Context: an optimization exercise on an open-source flow, tuned for small area. The choices shown serve that exercise and are no tape-out recipe. RTL that was checked went through simulation tests only; none was proved equivalent to the original. Power and IR drop assume default switching activity.

== the previous run ==
==> flow/design.v <==
module bin2sevenseg #(
  parameter int NDIG = 8
) (
  input  logic [4*NDIG-1:0] value,
  input  logic              neg,
  input  logic              err,
  output logic [7*NDIG-1:0] segs
);
  logic [NDIG:0] z;
  always_comb begin
    z[NDIG] = 1'b1;
    for (int k = NDIG - 1; k >= 0; k--)
      z[k] = z[k+1] && (value[4*k +: 4] == 4'd0);
    for (int k = 0; k < NDIG; k++) begin
      logic d3, d2, d1, d0, bl, mi;
      {d3, d2, d1, d0} = value[4*k +: 4];
      bl = (k == 0) ? 1'b0 : z[k];                            
      mi = (k == 0) ? 1'b0 : (neg && z[k] && (k == 1 || !z[k-1]));
      segs[7*k+0] = !bl && (d3 || d1 || !(d2 ^ d0));
      segs[7*k+1] = !bl && (!d2 || !(d1 ^ d0)) && !(k == 0 && err);
      segs[7*k+2] = !bl && (d2 || !d1 || d0) && !(k == 0 && err);
      segs[7*k+3] = !bl && (d3 || (!d2 && !d0) || (!d2 && d1) || (d1 && !d0) || (d2 && !d1 && d0));
      segs[7*k+4] = !bl && !d0 && (!d2 || d1);
      segs[7*k+5] = !bl && (d3 || (!d1 && !d0) || (d2 && !d1) || (d2 && !d0));
      segs[7*k+6] = (d3 || (d2 ^ d1) || (d1 && !d0)) || mi || (k == 0 && err);
    end
  end
endmodule
module bcd_add8 (
  input  logic [31:0] x,
  input  logic [31:0] y,
  input  logic        cin,
  output logic [31:0] s,
  output logic        cout
);
  always_comb begin
    logic c;
    logic [4:0] t;
    logic k10;
    c = cin;
    for (int k = 0; k < 8; k++) begin
      t   = {1'b0, x[4*k +: 4]} + {1'b0, y[4*k +: 4]} + {4'd0, c};
      k10 = t[4] || (t[3] && (t[2] || t[1]));
      s[4*k+0] = t[0];
      s[4*k+1] = t[1] ^ k10;
      s[4*k+2] = t[2] ^ (k10 && !t[1]);
      s[4*k+3] = t[3] ^ (k10 && (t[1] || t[2]));
      c = k10;
    end
    cout = c;
  end
endmodule
module calculator_top (
  input  logic        clock,
  input  logic        reset,
  input  logic [3:0]  cmd,
  output logic [55:0] displays,
  output logic [1:0]  status,
  output logic [2:0]  EA,
  output logic [2:0]  PE
);
  localparam logic [2:0] ENTER_A = 3'd0;
  localparam logic [2:0] ENTER_B = 3'd1;
  localparam logic [2:0] CALC    = 3'd2;
  localparam logic [2:0] RESULT  = 3'd3;
  localparam logic [2:0] ERROR   = 3'd4;
  logic [2:0]  state, next;
  logic [3:0]  prev_cmd;
  logic [1:0]  op;           
  logic [31:0] r_val;        
  logic [31:0] b_val;        
  logic [31:0] m_val;        
  logic        sign;
  logic        cy;           
  logic [4:0]  cnt;
  logic key_ok, is_digit, is_op, is_eq, is_clr;
  assign key_ok   = (cmd != prev_cmd) && (cmd != 4'd13);
  assign is_digit = key_ok && !(cmd[3] && (cmd[2] || cmd[1]));
  assign is_op    = key_ok && cmd[3] && (cmd[2] ? (cmd[1:0] == 2'b00) : cmd[1]);
  assign is_eq    = key_ok && (cmd == 4'd14);
  assign is_clr   = key_ok && (cmd == 4'd15);
  wire st_a    = (state == ENTER_A);
  wire st_b    = (state == ENTER_B);
  wire st_calc = (state == CALC);
  wire st_res  = (state == RESULT);
  wire st_err  = (state == ERROR);
  wire op_mul = !op[1];
  wire op_sub = op[1] && op[0];
  wire op_add = op[1] && !op[0];
  wire s0 = (cnt == 5'd0) || (cnt == 5'd3) || (cnt == 5'd6) || (cnt == 5'd9) ||
            (cnt == 5'd12) || (cnt == 5'd15) || (cnt == 5'd18) || (cnt == 5'd21);
  wire s1 = (cnt == 5'd1) || (cnt == 5'd4) || (cnt == 5'd7) || (cnt == 5'd10) ||
            (cnt == 5'd13) || (cnt == 5'd16) || (cnt == 5'd19) || (cnt == 5'd22);
  wire s2 = (cnt == 5'd2) || (cnt == 5'd5) || (cnt == 5'd8) || (cnt == 5'd11) ||
            (cnt == 5'd14) || (cnt == 5'd17) || (cnt == 5'd20) || (cnt == 5'd23);
  wire mul_done = (cnt == 5'd27);
  wire [3:0] md = m_val[31:28];
  wire md_ge5 = md[3] || (md[2] && (md[1] || md[0]));
  wire md_is1 = (md == 4'd1), md_is3 = (md == 4'd3), md_is4 = (md == 4'd4);
  wire md_is6 = (md == 4'd6), md_is7 = (md == 4'd7);
  wire md_is8 = (md == 4'd8), md_is9 = (md == 4'd9);
  wire mul1 = (s0 && md_is1) || (s1 && (md_is3 || md_is6)) || (s2 && md_is8);
  wire mul2 = (s0 && !md_ge5 && (md[2] || md[1])) ||
              (s1 && (md_is4 || md_is7 || md_is8 || md_is9)) || (s2 && md_is9);
  wire mul5 = s0 && md_ge5;
  logic [31:0] b2, b5, r9;
  always_comb begin
    for (int k = 0; k < 8; k++) begin
      logic [3:0] c, l, r;
      logic ge5, lge5, odd;
      logic [2:0] h;
      c    = b_val[4*k +: 4];
      l    = (k == 0) ? 4'd0 : b_val[4*k-4 +: 4];
      ge5  = c[3] || (c[2] && (c[1] || c[0]));
      lge5 = l[3] || (l[2] && (l[1] || l[0]));
      b2[4*k+0] = lge5;
      b2[4*k+1] = c[0] ^ ge5;
      b2[4*k+2] = (c[1] && !c[2]) || (c[2] && c[1] && c[0]) || (c[3] && !c[0]);
      b2[4*k+3] = (c[2] && !c[1] && !c[0]) || (c[3] && c[0]);
      odd = c[0];
      h   = l[3:1];
      b5[4*k+0] = h[0] ^ odd;
      b5[4*k+1] = odd ? (h[0] ^ h[1]) : h[1];
      b5[4*k+2] = odd ? !(h[2] || (h[1] && h[0])) : h[2];
      b5[4*k+3] = odd && (h[2] || (h[1] && h[0]));
      r = r_val[4*k +: 4];
      r9[4*k+0] = !r[0];
      r9[4*k+1] = r[1];
      r9[4*k+2] = r[1] ^ r[2];
      r9[4*k+3] = !(r[3] || r[2] || r[1]);
    end
  end
  wire b2_ovf = b_val[31] || (b_val[30] && (b_val[29] || b_val[28]));
  wire b5_ovf = b_val[31] || b_val[30] || b_val[29];
  wire a_room = (r_val[31:28] == 4'd0);
  wire b_room = (b_val[31:28] == 4'd0);
  logic xr, xr10, xr9, yd, yb, yb2, yb5, cin;
  always_comb begin
    xr = 1'b0; xr10 = 1'b0; xr9 = 1'b0;
    yd = 1'b0; yb = 1'b0; yb2 = 1'b0; yb5 = 1'b0; cin = 1'b0;
    if (!is_clr) begin
      case (state)
        ENTER_A: begin
          if (is_digit && a_room) begin xr10 = 1'b1; yd = 1'b1; end
          else xr = 1'b1;
        end
        ENTER_B: begin
          if (is_eq) begin
            xr = op_add; xr9 = op_sub; yb = !op_mul;
          end else xr = 1'b1;
        end
        CALC: begin
          if (op_add) xr = !cy;
          else if (op_sub) begin
            xr = cy; cin = cy; xr9 = !cy;
          end else begin
            xr10 = s0;
            xr   = !s0 && !(mul_done && cy);
            yb   = mul1; yb2 = mul2; yb5 = mul5;
          end
        end
        RESULT: begin
          if (is_digit) yd = 1'b1;
          else xr = 1'b1;
        end
        default: xr = 1'b1;    
      endcase
    end
  end
  logic [31:0] xv, yv, sum;
  logic        cout;
  assign xv = ({32{xr}} & r_val) | ({32{xr10}} & {r_val[27:0], 4'd0}) | ({32{xr9}} & r9);
  assign yv = ({32{yd}} & {28'd0, cmd}) | ({32{yb}} & b_val) | ({32{yb2}} & b2) | ({32{yb5}} & b5);
  bcd_add8 u_add (.x(xv), .y(yv), .cin(cin), .s(sum), .cout(cout));
  wire mul_ovf_step = cout || (s0 && !a_room) || (yb2 && b2_ovf) || (yb5 && b5_ovf);
  always_comb begin
    next = state;
    if (!reset || is_clr) begin
      next = ENTER_A;
    end else begin
      case (state)
        ENTER_A: if (is_op) next = ENTER_B;
        ENTER_B: if (is_eq) next = CALC;
        CALC: begin
          if (!op_mul)       next = (op_add && cy) ? ERROR : RESULT;
          else if (mul_done) next = cy ? ERROR : RESULT;
        end
        RESULT: begin
          if (is_digit)   next = ENTER_A;
          else if (is_op) next = ENTER_B;
        end
        ERROR:   next = ERROR;
        default: next = ENTER_A;
      endcase
    end
  end
  always_ff @(posedge clock or negedge reset) begin
    if (!reset) begin
      state    <= ENTER_A;
      prev_cmd <= 4'd13;
      r_val    <= '0;
    end else begin
      state    <= next;
      prev_cmd <= cmd;
      r_val    <= sum;
    end
  end
  always_ff @(posedge clock) begin
    if (st_calc && op_mul) cy <= cy || mul_ovf_step;
    else                   cy <= cout;
    if (st_calc) sign <= op_sub && cy;
    cnt <= st_calc ? cnt + 5'd1 : 5'd0;
    if (!st_calc)  m_val <= r_val;
    else if (s2)   m_val <= {m_val[27:0], 4'd0};
    if (st_b || st_calc) begin
      if (st_b && is_digit && b_room) b_val <= {b_val[27:0], cmd};
    end else begin
      b_val <= '0;
    end
    if (is_op && !st_calc) op <= cmd[1:0];
  end
  logic [55:0] num_segs;
  bin2sevenseg u_conv (
    .value ((st_b || st_calc) ? b_val : r_val),
    .neg   (st_res && sign),
    .err   (st_err),
    .segs  (displays)
  );
  assign status = st_calc ? 2'b01 : st_err ? 2'b10 : 2'b00;
  assign EA = state;
  assign PE = next;
endmodule
Settings: LEC_CHECK=0, CAP_MARGIN=20, CORE_MARGIN=2, CORE_UTILIZATION=40, SLEW_MARGIN=20; clock period 50.0 ns.
standard.sh (not shown) runs the stock make flow with config.mk's settings and CLKGATE_MAP_FILE= SYNTH_SCRIPT=/design/flow/synth_recipe.tcl, a recipe that flattens the netlist after the stock synthesis.
==> flow/flow/run.sh <==
#!/bin/bash
# Layout flow: the standard synthesis, then the combinational logic is re-mapped
# for area with ABC (flip-flops, their names and cell types untouched), then the
# standard layout from that netlist.
set -euo pipefail
WORK=$(pwd)
RES=orfs/results/${FLOW_PLATFORM}/calculator_top/base

# 1. standard synthesis
bash standard.sh synth > std_synth.log 2>&1
cp $RES/1_2_yosys.v synth_std.v
mv orfs orfs_std

# 2. area re-mapping of the combinational logic
LIB=$FLOW_HOME/platforms/$FLOW_PLATFORM/lib/sky130_fd_sc_hd__tt_025C_1v80.lib
DU=$(for c in $(sed -n '/DONT_USE_CELLS/,/^$/p' $FLOW_HOME/platforms/$FLOW_PLATFORM/config.mk | grep -o 'sky130_fd_sc_hd__[a-z0-9_]*'); do echo -n " -dont_use $c"; done)
cat > reopt.ys <<EOS
read_liberty -ignore_miss_func $LIB
setattr -mod -set keep_hierarchy 1 sky130_fd_sc_hd__df* sky130_fd_sc_hd__edf* sky130_fd_sc_hd__sdf* sky130_fd_sc_hd__conb_1
read_verilog synth_std.v
hierarchy -top $FLOW_TOP
flatten
opt -purge
abc -liberty $LIB $DU -script $WORK/flow/area.abc $FLOW_TOP
splitnets
opt_clean -purge
hilomap -singleton -hicell sky130_fd_sc_hd__conb_1 HI -locell sky130_fd_sc_hd__conb_1 LO
insbuf -buf sky130_fd_sc_hd__buf_4 A X
opt_clean -purge
tee -o reopt_stat.txt stat -liberty $LIB
select $FLOW_TOP
write_verilog -noattr -noexpr -nohex -nodec -selected $WORK/reopt.v
EOS
yosys -s reopt.ys > reopt.log 2>&1

# 3. standard layout of the re-mapped netlist
bash standard.sh SYNTH_NETLIST_FILES=$WORK/reopt.v "BUFFER_PORTS_ARGS=-buffer_cell sky130_fd_sc_hd__buf_1" "CTS_ARGS=-sink_clustering_enable -repair_clock_nets -buf_list sky130_fd_sc_hd__clkbuf_8 -dont_use_dummy_load" finish > layout.log 2>&1
==> flow/flow/area.abc <==
strash
&get -n
&deepsyn -T 30
&put
dch -f
amap
topo
Relative to the previous run, the following input files were edited for the current run:
diff --git a/flow/design.v b/flow/design.v
--- a/flow/design.v
+++ b/flow/design.v
@@ -62,41 +62,40 @@
   localparam logic [2:0] ENTER_A = 3'd0;
   localparam logic [2:0] ENTER_B = 3'd1;
   localparam logic [2:0] CALC    = 3'd2;
   localparam logic [2:0] RESULT  = 3'd3;
   localparam logic [2:0] ERROR   = 3'd4;
   logic [2:0]  state, next;
-  logic [3:0]  prev_cmd;
+  logic [3:0]  prev_x;
   logic [1:0]  op;           
   logic [31:0] r_val;        
   logic [31:0] b_val;        
   logic [31:0] m_val;        
   logic        sign;
   logic        cy;           
-  logic [4:0]  cnt;
+  logic [1:0]  ph;
+  logic        fl;
   logic key_ok, is_digit, is_op, is_eq, is_clr;
-  assign key_ok   = (cmd != prev_cmd) && (cmd != 4'd13);
+  assign key_ok   = ((cmd ^ 4'd13) != prev_x) && (cmd != 4'd13);
   assign is_digit = key_ok && !(cmd[3] && (cmd[2] || cmd[1]));
   assign is_op    = key_ok && cmd[3] && (cmd[2] ? (cmd[1:0] == 2'b00) : cmd[1]);
   assign is_eq    = key_ok && (cmd == 4'd14);
   assign is_clr   = key_ok && (cmd == 4'd15);
   wire st_a    = (state == ENTER_A);
   wire st_b    = (state == ENTER_B);
   wire st_calc = (state == CALC);
   wire st_res  = (state == RESULT);
   wire st_err  = (state == ERROR);
   wire op_mul = !op[1];
   wire op_sub = op[1] && op[0];
   wire op_add = op[1] && !op[0];
-  wire s0 = (cnt == 5'd0) || (cnt == 5'd3) || (cnt == 5'd6) || (cnt == 5'd9) ||
-            (cnt == 5'd12) || (cnt == 5'd15) || (cnt == 5'd18) || (cnt == 5'd21);
-  wire s1 = (cnt == 5'd1) || (cnt == 5'd4) || (cnt == 5'd7) || (cnt == 5'd10) ||
-            (cnt == 5'd13) || (cnt == 5'd16) || (cnt == 5'd19) || (cnt == 5'd22);
-  wire s2 = (cnt == 5'd2) || (cnt == 5'd5) || (cnt == 5'd8) || (cnt == 5'd11) ||
-            (cnt == 5'd14) || (cnt == 5'd17) || (cnt == 5'd20) || (cnt == 5'd23);
-  wire mul_done = (cnt == 5'd27);
+  wire mul_act  = !(m_val[31] && m_val[30]);
+  wire s0 = mul_act && (ph == 2'd0);
+  wire s1 = mul_act && (ph == 2'd1);
+  wire s2 = mul_act && (ph == 2'd2);
+  wire mul_done = fl;
   wire [3:0] md = m_val[31:28];
   wire md_ge5 = md[3] || (md[2] && (md[1] || md[0]));
   wire md_is1 = (md == 4'd1), md_is3 = (md == 4'd3), md_is4 = (md == 4'd4);
   wire md_is6 = (md == 4'd6), md_is7 = (md == 4'd7);
   wire md_is8 = (md == 4'd8), md_is9 = (md == 4'd9);
   wire mul1 = (s0 && md_is1) || (s1 && (md_is3 || md_is6)) || (s2 && md_is8);
@@ -131,12 +130,15 @@
     end
   end
   wire b2_ovf = b_val[31] || (b_val[30] && (b_val[29] || b_val[28]));
   wire b5_ovf = b_val[31] || b_val[30] || b_val[29];
   wire a_room = (r_val[31:28] == 4'd0);
   wire b_room = (b_val[31:28] == 4'd0);
+  wire b_shift = st_b && is_digit && b_room;
+  wire op_load = is_op && !st_calc;
+  wire b_hold  = (st_b || st_calc) && !b_shift;
   logic xr, xr10, xr9, yd, yb, yb2, yb5, cin;
   always_comb begin
     xr = 1'b0; xr10 = 1'b0; xr9 = 1'b0;
     yd = 1'b0; yb = 1'b0; yb2 = 1'b0; yb5 = 1'b0; cin = 1'b0;
     if (!is_clr) begin
       case (state)
@@ -194,33 +196,30 @@
       endcase
     end
   end
   always_ff @(posedge clock or negedge reset) begin
     if (!reset) begin
       state    <= ENTER_A;
-      prev_cmd <= 4'd13;
+      prev_x   <= 4'd0;
       r_val    <= '0;
     end else begin
       state    <= next;
-      prev_cmd <= cmd;
+      prev_x   <= cmd ^ 4'd13;
       r_val    <= sum;
     end
   end
   always_ff @(posedge clock) begin
     if (st_calc && op_mul) cy <= cy || mul_ovf_step;
     else                   cy <= cout;
-    if (st_calc) sign <= op_sub && cy;
-    cnt <= st_calc ? cnt + 5'd1 : 5'd0;
-    if (!st_calc)  m_val <= r_val;
-    else if (s2)   m_val <= {m_val[27:0], 4'd0};
-    if (st_b || st_calc) begin
-      if (st_b && is_digit && b_room) b_val <= {b_val[27:0], cmd};
-    end else begin
-      b_val <= '0;
-    end
-    if (is_op && !st_calc) op <= cmd[1:0];
+    sign <= (st_calc && op_sub && cy) || (!st_calc && sign);
+    ph <= (!st_calc || ph == 2'd2) ? 2'd0 : ph + 2'd1;
+    fl <= st_calc && (fl || (!mul_act && ph == 2'd2));
+    m_val <= ({32{!st_calc}} & r_val) | ({32{st_calc && s2}} & {m_val[27:0], 4'hF})
+           | ({32{st_calc && !s2}} & m_val);
+    b_val <= ({32{b_shift}} & {b_val[27:0], cmd}) | ({32{b_hold}} & b_val);
+    op <= ({2{op_load}} & cmd[1:0]) | ({2{!op_load}} & op);
   end
   logic [55:0] num_segs;
   bin2sevenseg u_conv (
     .value ((st_b || st_calc) ? b_val : r_val),
     .neg   (st_res && sign),
     .err   (st_err),
[summary]
In terms of signed area change from the synthesized netlist to the final layout, the previous run and the current run differ only marginally. Against the previous run, switching component of the power in the current run came out worse. [compare] base=the previous run new=the current run: portion of total power attributed to the clock network now smaller; post-route worst setup slack now sits lower; worst vdd rail ir drop +22%. On the current run: final cell count without fillers is 27 higher than what the previous run gave. On switching power share of the total: between the current run and the previous run, it ends up higher for the current run. Synthesized area per cell, the current run and the previous run: smaller value in the current run. Starting DRC count in detailed routing delta (the current run − the previous run): unfavourable. The vias per cell of the current run exceeds that of the previous run by 0.12. Against the previous run, the current run comes in 3.8 points lower on sequential share of layout area. In the current run, the synthesized cell count came out about 2.7% above the value in the previous run. Compared with the previous run, largest net degree at the start of global routing in the current run decreased by a few percent. Between the current run and the previous run, the difference in worst path required time is negligible.
Only the layout flow was run in the current run; the RTL was not checked for function there.

-- re-timing with driven ports --
How much do the figures lean on ideal ports? The routed layouts below were timed once more, with nothing changed but the port constraints. Step 1 assumes that a clkbuf_16 drives the clock port and a buf_2 every other input. Step 2 also shifts input and output timing later by t, the mid clock arrival at the registers, as if the neighbouring blocks saw the same clock. a / b / c = no drivers / after step 1 / after step 2; a / b = the first two.
| run | t (ns) | setup WS [ns] | cell pins on the clock port's net |
|---|---|---|---|
| the previous run | 0.422 | 25.805 / 25.811 / 25.389 | 1 |
| the current run | 0.431 | 24.942 / 24.959 / 24.528 | 1 |
After both steps every run listed still meets setup and hold. The setup slack of the previous run, which loses most, moves by +0.006 ns with the drivers and by -0.416 ns with both steps.
